Source: an optimization exercise on an open RTL-to-GDS flow (aim: small area). Production flows keep margins and buffers that such runs may drop. Function was checked by simulation only, so behaviour that the tests miss may differ from the original. Power is estimated from default activity; no workload was simulated.

### design/flow/design.v
package geom_pkg;
  typedef logic [10:0] coord_x_t;
  typedef logic [9:0]  coord_y_t;
  localparam coord_x_t screen_width = 11'd1279;
  localparam int player_min_x = 10;
  localparam int player_max_x = 400;
  localparam int player_min_y = 10;
  localparam int player_max_y = 757;
  localparam int player_step  = 4;
  localparam coord_x_t player_start_x = 11'd100;
  localparam coord_y_t player_start_y = 10'd110;
  localparam int player_w = 47;
  localparam int player_h = 32;
  localparam int pipe_w   = 100;
  localparam int pipe_h   = 30;
  localparam int goodie_w = 20;
  localparam int goodie_h = 20;
  localparam int max_pipes   = 10;
  localparam int max_goodies = 9;
  localparam logic [max_pipes*11-1:0] pipe_start_x_flat = {
    11'd1280, 11'd1200, 11'd1280, 11'd1100, 11'd950,
    11'd800, 11'd650, 11'd500, 11'd450, 11'd400
  };
  localparam logic [max_pipes*10-1:0] pipe_start_y_flat = {
    10'd320, 10'd450, 10'd510, 10'd630, 10'd750,
    10'd620, 10'd520, 10'd400, 10'd300, 10'd200
  };
  localparam logic [max_goodies*11-1:0] goodie_start_x_flat = {
    11'd1150, 11'd1050, 11'd950, 11'd850, 11'd750,
    11'd650, 11'd550, 11'd450, 11'd350
  };
  localparam logic [max_goodies*10-1:0] goodie_start_y_flat = {
    10'd710, 10'd555, 10'd637, 10'd490, 10'd560,
    10'd380, 10'd400, 10'd300, 10'd200
  };
endpackage
package game_pkg;
  typedef enum logic [1:0] {
    state_idle = 2'b00,
    state_play = 2'b01,
    state_lose = 2'b10,
    state_win  = 2'b11
  } game_state_t;
  typedef logic [3:0] score_t;
  localparam int default_win_score = 9;
endpackage
`timescale 1ns/1ps
module player_mover (
  input  logic               slower_clk,
  input  logic               reset,
  input  logic               play,
  input  logic               initialize,
  input  logic               btn_up,
  input  logic               btn_down,
  input  logic               btn_left,
  input  logic               btn_right,
  output geom_pkg::coord_x_t player_x,
  output geom_pkg::coord_y_t player_y
);
  geom_pkg::coord_x_t next_x;
  geom_pkg::coord_y_t next_y;
  always_comb begin
    next_x = player_x;
    next_y = player_y;
    if (btn_up) begin
      if (int'(player_y) - geom_pkg::player_step >= geom_pkg::player_min_y) begin
        next_y = player_y - geom_pkg::coord_y_t'(geom_pkg::player_step);
      end
    end else if (btn_down) begin
      if (int'(player_y) + geom_pkg::player_step <= geom_pkg::player_max_y) begin
        next_y = player_y + geom_pkg::coord_y_t'(geom_pkg::player_step);
      end
    end else if (btn_left) begin
      if (int'(player_x) - geom_pkg::player_step >= geom_pkg::player_min_x) begin
        next_x = player_x - geom_pkg::coord_x_t'(geom_pkg::player_step);
      end
    end else if (btn_right) begin
      if (int'(player_x) + geom_pkg::player_step <= geom_pkg::player_max_x) begin
        next_x = player_x + geom_pkg::coord_x_t'(geom_pkg::player_step);
      end
    end
  end
  always_ff @(posedge slower_clk) begin
    if (reset || initialize) begin
      player_x <= geom_pkg::player_start_x;
      player_y <= geom_pkg::player_start_y;
    end else if (play) begin
      player_x <= next_x;
      player_y <= next_y;
    end
  end
endmodule
`timescale 1ns/1ps
module object_field #(
  parameter int n_pipes     = geom_pkg::max_pipes,
  parameter int n_goodies   = geom_pkg::max_goodies,
  parameter int move_period = 1000
) (
  input  logic                   slower_clk,
  input  logic                   reset,
  input  logic                   play,
  input  logic                   initialize,
  output logic [n_pipes*11-1:0]   pipe_x,
  output logic [n_pipes*10-1:0]   pipe_y,
  output logic [n_goodies*11-1:0] goodie_x,
  output logic [n_goodies*10-1:0] goodie_y
);
  localparam int n_obj = n_pipes + n_goodies;
  localparam int cnt_w = $clog2(move_period * n_pipes + 1);
  logic [cnt_w-1:0] rate_cnt [n_obj];
  geom_pkg::coord_x_t         obj_x    [n_obj];
  function automatic int period_of(int k);
    if (k < n_pipes) begin
      period_of = move_period * (k + 1);
    end else begin
      period_of = move_period;
    end
  endfunction
  function automatic geom_pkg::coord_x_t start_x_of(int k);
    if (k < n_pipes) begin
      start_x_of = geom_pkg::pipe_start_x_flat[11*k +: 11];
    end else begin
      start_x_of = geom_pkg::goodie_start_x_flat[11*(k - n_pipes) +: 11];
    end
  endfunction
  function automatic geom_pkg::coord_y_t start_y_of(int k);
    if (k < n_pipes) begin
      start_y_of = geom_pkg::pipe_start_y_flat[10*k +: 10];
    end else begin
      start_y_of = geom_pkg::goodie_start_y_flat[10*(k - n_pipes) +: 10];
    end
  endfunction
  always_ff @(posedge slower_clk) begin
    for (int k = 0; k < n_obj; k++) begin
      if (reset || initialize) begin
        rate_cnt[k] <= '0;
        obj_x[k]    <= start_x_of(k);
      end else if (play) begin
        if (rate_cnt[k] == cnt_w'(period_of(k) - 1)) begin
          rate_cnt[k] <= '0;
          obj_x[k]    <= (obj_x[k] == '0) ? geom_pkg::screen_width : obj_x[k] - 1'b1;
        end else begin
          rate_cnt[k] <= rate_cnt[k] + 1'b1;
        end
      end
    end
  end
  always_comb begin
    for (int i = 0; i < n_pipes; i++) begin
      pipe_x[11*i +: 11] = obj_x[i];
      pipe_y[10*i +: 10] = start_y_of(i);
    end
    for (int j = 0; j < n_goodies; j++) begin
      goodie_x[11*j +: 11] = obj_x[n_pipes + j];
      goodie_y[10*j +: 10] = start_y_of(n_pipes + j);
    end
  end
endmodule
`timescale 1ns/1ps
module hit_detector #(
  parameter int n_pipes   = geom_pkg::max_pipes,
  parameter int n_goodies = geom_pkg::max_goodies
) (
  input  logic                    slower_clk,
  input  logic                    reset,
  input  logic                    play,
  input  logic                    initialize,
  input  logic [n_pipes*11-1:0]   pipe_x,
  input  logic [n_pipes*10-1:0]   pipe_y,
  input  logic [n_goodies*11-1:0] goodie_x,
  input  logic [n_goodies*10-1:0] goodie_y,
  input  geom_pkg::coord_x_t      player_x,
  input  geom_pkg::coord_y_t      player_y,
  output logic                    collided,
  output game_pkg::score_t        score
);
  logic                 pipe_hit;
  logic [n_goodies-1:0] taken;
  logic [n_goodies-1:0] new_take;
  game_pkg::score_t               take_cnt;
  function automatic logic boxes_overlap(
    geom_pkg::coord_x_t ax, geom_pkg::coord_y_t ay, int aw, int ah,
    geom_pkg::coord_x_t bx, geom_pkg::coord_y_t by, int bw, int bh
  );
    boxes_overlap = (int'(ax) < int'(bx) + bw) && (int'(bx) < int'(ax) + aw) &&
           (int'(ay) < int'(by) + bh) && (int'(by) < int'(ay) + ah);
  endfunction
  always_comb begin
    pipe_hit = 1'b0;
    for (int i = 0; i < n_pipes; i++) begin
      if (boxes_overlap(player_x, player_y, geom_pkg::player_w, geom_pkg::player_h,
                        pipe_x[11*i +: 11], pipe_y[10*i +: 10], geom_pkg::pipe_w, geom_pkg::pipe_h)) begin
        pipe_hit = 1'b1;
      end
    end
  end
  always_comb begin
    take_cnt = '0;
    for (int j = 0; j < n_goodies; j++) begin
      new_take[j] = !taken[j] &&
                    boxes_overlap(player_x, player_y, geom_pkg::player_w, geom_pkg::player_h,
                                  goodie_x[11*j +: 11], goodie_y[10*j +: 10], geom_pkg::goodie_w, geom_pkg::goodie_h);
      take_cnt = take_cnt + game_pkg::score_t'(new_take[j]);
    end
  end
  always_ff @(posedge slower_clk) begin
    if (reset || initialize) begin
      collided <= 1'b0;
      taken    <= '0;
      score    <= '0;
    end else if (play) begin
      if (pipe_hit) begin
        collided <= 1'b1;
      end
      taken <= taken | new_take;
      score <= score + take_cnt;
    end
  end
endmodule
`timescale 1ns/1ps
module game_fsm #(
  parameter int win_score = game_pkg::default_win_score
) (
  input  logic                  slower_clk,
  input  logic                  reset,
  input  logic                  start,
  input  logic                  collided,
  input  game_pkg::score_t      score,
  output game_pkg::game_state_t state,
  output logic                  play,
  output logic                  initialize
);
  game_pkg::game_state_t next_state;
  always_comb begin
    next_state = state;
    case (state)
      game_pkg::state_idle: begin
        if (start) begin
          next_state = game_pkg::state_play;
        end
      end
      game_pkg::state_play: begin
        if (collided) begin
          next_state = game_pkg::state_lose;
        end else if (score >= game_pkg::score_t'(win_score)) begin
          next_state = game_pkg::state_win;
        end else if (!start) begin
          next_state = game_pkg::state_idle;
        end
      end
      game_pkg::state_win, game_pkg::state_lose: begin
        if (!start) begin
          next_state = game_pkg::state_idle;
        end
      end
      default: next_state = game_pkg::state_idle;
    endcase
  end
  always_ff @(posedge slower_clk) begin
    if (reset) begin
      state <= game_pkg::state_idle;
    end else begin
      state <= next_state;
    end
  end
  assign play       = (state == game_pkg::state_play);
  assign initialize = (state == game_pkg::state_idle);
endmodule
`timescale 1ns/1ps
module game_core #(
  parameter int n_pipes     = geom_pkg::max_pipes,
  parameter int n_goodies   = geom_pkg::max_goodies,
  parameter int move_period = 1000,
  parameter int win_score   = game_pkg::default_win_score
) (
  input  logic                  slower_clk,
  input  logic                  reset,
  input  logic                  btn_up,
  input  logic                  btn_down,
  input  logic                  btn_left,
  input  logic                  btn_right,
  input  logic                  start,
  output geom_pkg::coord_x_t    player_x,
  output geom_pkg::coord_y_t    player_y,
  output game_pkg::score_t      score,
  output logic                  collided,
  output game_pkg::game_state_t state
);
  logic play;
  logic initialize;
  logic [n_pipes*11-1:0]   pipe_x;
  logic [n_pipes*10-1:0]   pipe_y;
  logic [n_goodies*11-1:0] goodie_x;
  logic [n_goodies*10-1:0] goodie_y;
  player_mover u_player_mover (
    .slower_clk, .reset, .play, .initialize,
    .btn_up, .btn_down, .btn_left, .btn_right,
    .player_x, .player_y
  );
  object_field #(
    .n_pipes(n_pipes), .n_goodies(n_goodies), .move_period(move_period)
  ) u_object_field (
    .slower_clk, .reset, .play, .initialize,
    .pipe_x, .pipe_y, .goodie_x, .goodie_y
  );
  hit_detector #(.n_pipes(n_pipes), .n_goodies(n_goodies)) u_hit_detector (
    .slower_clk, .reset, .play, .initialize,
    .pipe_x, .pipe_y, .goodie_x, .goodie_y,
    .player_x, .player_y,
    .collided, .score
  );
  game_fsm #(.win_score(win_score)) u_game_fsm (
    .slower_clk, .reset, .start, .collided, .score,
    .state, .play, .initialize
  );
endmodule
### design/flow/run.sh
#!/bin/bash
# synth_recipe.tcl (not shown) runs the flow's synth.tcl, then flattens the netlist and writes it again
# the make line also repeats each setting of config.mk as NAME=value (left out here)
make -C /OpenROAD-flow-scripts/flow DESIGN_CONFIG=/design/flow/config.mk WORK_HOME=/design/flow/orfs CLKGATE_MAP_FILE= SYNTH_SCRIPT=/design/flow/synth_recipe.tcl finish
### design/flow/config.mk
export PLATFORM = sky130hd
export DESIGN_NAME = game_core
export DESIGN_NICKNAME = game_core
export VERILOG_FILES = /design/flow/design.v
export SDC_FILE = /design/flow/constraint.sdc
export NUM_CORES = 4
export LEC_CHECK = 0
export CAP_MARGIN = 20
export CORE_MARGIN = 2
export CORE_UTILIZATION = 40
export SLEW_MARGIN = 20
### design/flow/constraint.sdc
create_clock -name core_clock -period 10.0 [get_ports {slower_clk}]
set_input_delay 2.0000 -clock core_clock [delete_from_list [all_inputs] [get_ports {slower_clk}]]
set_output_delay 2.0000 -clock core_clock [all_outputs]
set_load 0.01 [all_outputs]
==> summary.txt <==
[cell usage after synthesis, drive strengths merged, types with 47 or more instances]
cell type  number  area (sq um)
dfxtp         508         10200
nor2          482          1810
ha            392          4900
nand2         312          1170
xor2          293          2570
xnor2         217          1900
a21oi         211          1060
nand3         171           861
o21ai         169           846
clkbuf        163           622
inv           143           537
nand4          93           582
and3           88           551
nor3           85           445
a21o           81           608
or3            56           352
nor4           47           307
[area by class of cell]
cell class | count | share of cell area
Antenna cell | 1 | 0.0000684
Sequential cell | 508 | 0.278
Clock inverter | 26 | 0.00746
Clock buffer | 82 | 0.0460
Timing Repair Buffer | 63 | 0.0153
Multi-Input combinational cell | 3191 | 0.602
Tap cell | 1070 | 0.0366
Inverter | 143 | 0.0147
[power by group through the flow]
| stage | combinational [uW] | clock (uW) | sequential, uW |
|---|---|---|---|
| after floorplan | 93.9 | 0 | 2080 |
| after global placement | 133 | 0 | 2080 |
| after detailed placement | 133 | 0 | 2080 |
| after CTS | 134 | 2250 | 2040 |
| after global routing | 148 | 2320 | 2040 |
| final | 133 | 2180 | 2040 |
[metrics by stage]
step / instance area, sq um / util
after global placement: 34600 / 0.420
final: 36600 / 0.444
after CTS: 36600 / 0.444
after detailed placement: 34600 / 0.420
after global routing: 36600 / 0.444
after floorplan: 33400 / -
[state kept, by name, indices dropped and copies added, names as in the netlist]
name	flops
u_object_field.rate_cnt	266
u_game_fsm.state	2
u_player_mover.player_y	8
u_hit_detector.collided	1
u_player_mover.player_x	9
u_hit_detector.taken	9
u_hit_detector.score	4
u_object_field.obj_x	209
[cells by family (layout without fill, tap and decap cells)]
kind of cell / Yosys count / after routing / share of synthesized area
adders and majority gates: 422 / 422 / 0.158
buffers and inverters: 340 / 314 / 0.0405
other: 2 / 5 / 0.000225
muxes: 8 / 8 / 0.00244
AOI/OAI and AO/OA: 735 / 735 / 0.139
xor gates and xnor gates: 510 / 510 / 0.134
DFF: 508 / 508 / 0.305
and+or+nand+nor: 1512 / 1512 / 0.221
[final timing paths]
kind                                           startpoint                                   end  slack [ns]  cells after the start
setup / recovery  u_player_mover.player_x[2]$_SDFFE_PP1P_  u_hit_detector.score[3]$_SDFFE_PP0P_        2.71                     20
hold / removal       u_hit_detector.taken[0]$_SDFFE_PP0P_  u_hit_detector.taken[0]$_SDFFE_PP0P_        0.46                      1
setup reg to reg  u_player_mover.player_x[2]$_SDFFE_PP1P_  u_hit_detector.score[3]$_SDFFE_PP0P_        2.71                     20
hold reg to reg      u_hit_detector.taken[0]$_SDFFE_PP0P_  u_hit_detector.taken[0]$_SDFFE_PP0P_        0.46                      1
[layer usage]
metal / vias to the layer above / track usage / wire, microns
li1: 14100 / - / -
met1: 12800 / 0.272 / 41100
met2: 453 / 0.313 / 36600
met3: 95 / 0.0229 / 3750
met4: 0 / 0.0463 / 1670
met5: - / 0 / 0
==> impl_results.rst <==
.. list-table::
   :header-rows: 1

   * - Metric
     - Value
   * - Largest net degree at the start of global routing
     - 78
   * - Root buffer cell
     - sky130_fd_sc_hd__clkbuf_16
   * - Height of the chip
     - 293 microns
   * - Vias
     - 27,500
   * - Maximum cell stage delay along the critical path
     - 0.77 ns
   * - Critical path capture point type
     - flop
   * - Cell Pwr Density
     - 119 nW/um^2
   * - TritonCTS Buffers
     - 59
   * - Count of buffering cells on the critical path with inverters included
     - 2
   * - Post-CTS setup buffers
     - 0
   * - Cell at the slowest stage of the critical path
     - sky130_fd_sc_hd__dfxtp_2
   * - Final Worst Setup Slack
     - 2.71 ns
   * - Sequential cell area in the final layout
     - 10,200 sq um
   * - Commonest non-fill, non-tap cell in the layout
     - sky130_fd_sc_hd__dfxtp_1
   * - Static Leak
     - 0.0140 uW
   * - Switch share
     - 0.232
   * - Count of max-cap constraint violations
     - 0
   * - Clock transition at the registers of the reported paths
     - 0.06 ns
   * - Number of H-tree levels
     - 2
   * - Vias in the first global route
     - 25,800
   * - Post-layout min period
     - 7.29 ns
   * - Run status
     - timing/DRC/antenna clean
   * - Area of the die
     - 85,800 sq um
   * - Number of standard cells after synthesis
     - 4,037
   * - Setup TNS
     - 0 ns
   * - Commonest non-fill, non-tap cells in the layout
     - sky130_fd_sc_hd__dfxtp_1 (499), sky130_fd_sc_hd__nor2_1 (481), sky130_fd_sc_hd__ha_1 (392)
   * - GRT Overall Usage
     - 0.193
   * - Cells along the critical path
     - o21a_1, o21ai_0, xor2_4, ha_1, o211ai_1, o21ai_0, maj3_1, a2111oi_0, ha_1, inv_1, fa_1, fa_1, inv_1, fa_1, fa_1, a21o_1, a21oi_1, xnor2_1, or3_1, a21oi_1
   * - Kind of launch point of the worst setup path
     - flop
   * - Number of placement rows
     - 105
   * - Non-filler instance count after layout
     - 5,084
   * - Hold/Removal Path Class
     - flop to flop
   * - Drc violations
     - 0
   * - Number of fill cells in the layout
     - 8,052
   * - Pre-antenna DRT Iters
     - 5
   * - Flip-flop and latch count after synthesis
     - 508
   * - Avg WL per Cell
     - 16.4 microns
   * - Hold-fix buffers, CTS
     - 0
   * - Average cell area after synthesis
     - 8.27 sq um
   * - RSZ-0062 raised after global routing
     - no
   * - Largest fanout on the critical path
     - 19
   * - Max IR drop VDD
     - 0.000123 V
   * - CTS sink cnt
     - 508
   * - Drt via density
     - 5.41
   * - Worst relative slew slack
     - 0.254
   * - Count of final max-slew check failures
     - 0
   * - I/O pin count
     - 35
   * - Violation count after the first detailed-routing iteration
     - 1,736
   * - Portion of the clock cycle consumed by the worst path in the final layout
     - 0.729
   * - Detailed Place HPWL
     - 57,600 microns
   * - Worst slack on hold paths
     - 0.462 ns
   * - Synthesis Warnings
     - 6
   * - Buffer depth of the longest clock path
     - 3
   * - Clock latency reported for the late side of the worst-skew pair
     - 0.64 ns
   * - DP Worst Slack
     - 2.64 ns
   * - Area of the multi-input gates
     - 22,000 sq um
   * - Maximum clock frequency
     - 137 MHz
   * - Fraction of final layout cells with drive strength greater than 1
     - 0.0461
   * - Synth Flop Type
     - sky130_fd_sc_hd__dfxtp_1
   * - Die extent in x
     - 293 microns
   * - RD Place Congestion
     - 0.865
   * - Placed cells
     - 4,975
   * - Worst Skew
     - 0.0338 ns
   * - Initial antenna violation count
     - 1
   * - Most frequent cell on the critical path
     - sky130_fd_sc_hd__fa_1
   * - Tightest Pin Transition
     - 1.11 ns
   * - Total congestion overflow after global routing
     - 0
   * - Final Hold Viols
     - 0
   * - Number of synthesized flops with an enable pin
     - 0
   * - Area added between synthesis and finish
     - 9.55%
   * - Overall Power
     - 4360 uW
   * - Placeable core area
     - 82,400 sq um
   * - Count of port buffers added during placement
     - 30
   * - Arrival time of the worst setup path
     - 7.84 ns
   * - Fraction of registers with async set/reset
     - 0
   * - Proportion of synthesized chip area in sequential cells
     - 0.305
   * - Part of the power in the clock network
     - 0.502
   * - Worst Setup Path Type
     - flop to flop
   * - Sw power
     - 1010 uW
   * - Cells resized by post-CTS repair
     - 0
   * - Combinational share of power
     - 0.031
   * - # nets final
     - 4,372
   * - First-pass GRT wire length
     - 137,000 microns
   * - Internal portion of total power
     - 3350 uW
   * - Wirelength, routed
     - 83,100 microns
   * - Data required, critical path
     - 10.55 ns
   * - Final count of negative-setup-slack endpoints
     - 0
   * - Starting density of the core
     - 0.405
   * - Number of distinct library cells after synthesis
     - 89
   * - Number of nets still failing antenna checks after routing
     - 0
   * - Total standard cell area after synthesis
     - 33,400 sq um
   * - Sequential share of power
     - 0.468
   * - CTS tree
     - done
   * - Delay-heaviest family, CP
     - adder cells

## afterwards: timing with drivers on the ports
The results above use ideal ports. As a check the final layout listed here was re-extracted and re-timed, cells and wires unchanged.
Step 1 assumes that a clkbuf_16 drives the clock port and a buf_2 every other input.
Step 2 adds t to the input delays and takes it off the output delays; t is the mean of the earliest and latest rising clock arrival at the registers after step 1. Input paths then give back, and output paths get back, about the clock's delay inside the block.
Slacks: ideal ports / drivers / drivers and shift; pairs: ideal ports / drivers.
t, ns: 0.682
slack for setup (ns): 2.709 / 2.709 / 2.709
worst setup path at the end: register to register
After both steps setup and hold are still met in this run. For this run, drivers alone change the setup slack by 0.000 ns; drivers and shift together by 0.000 ns.
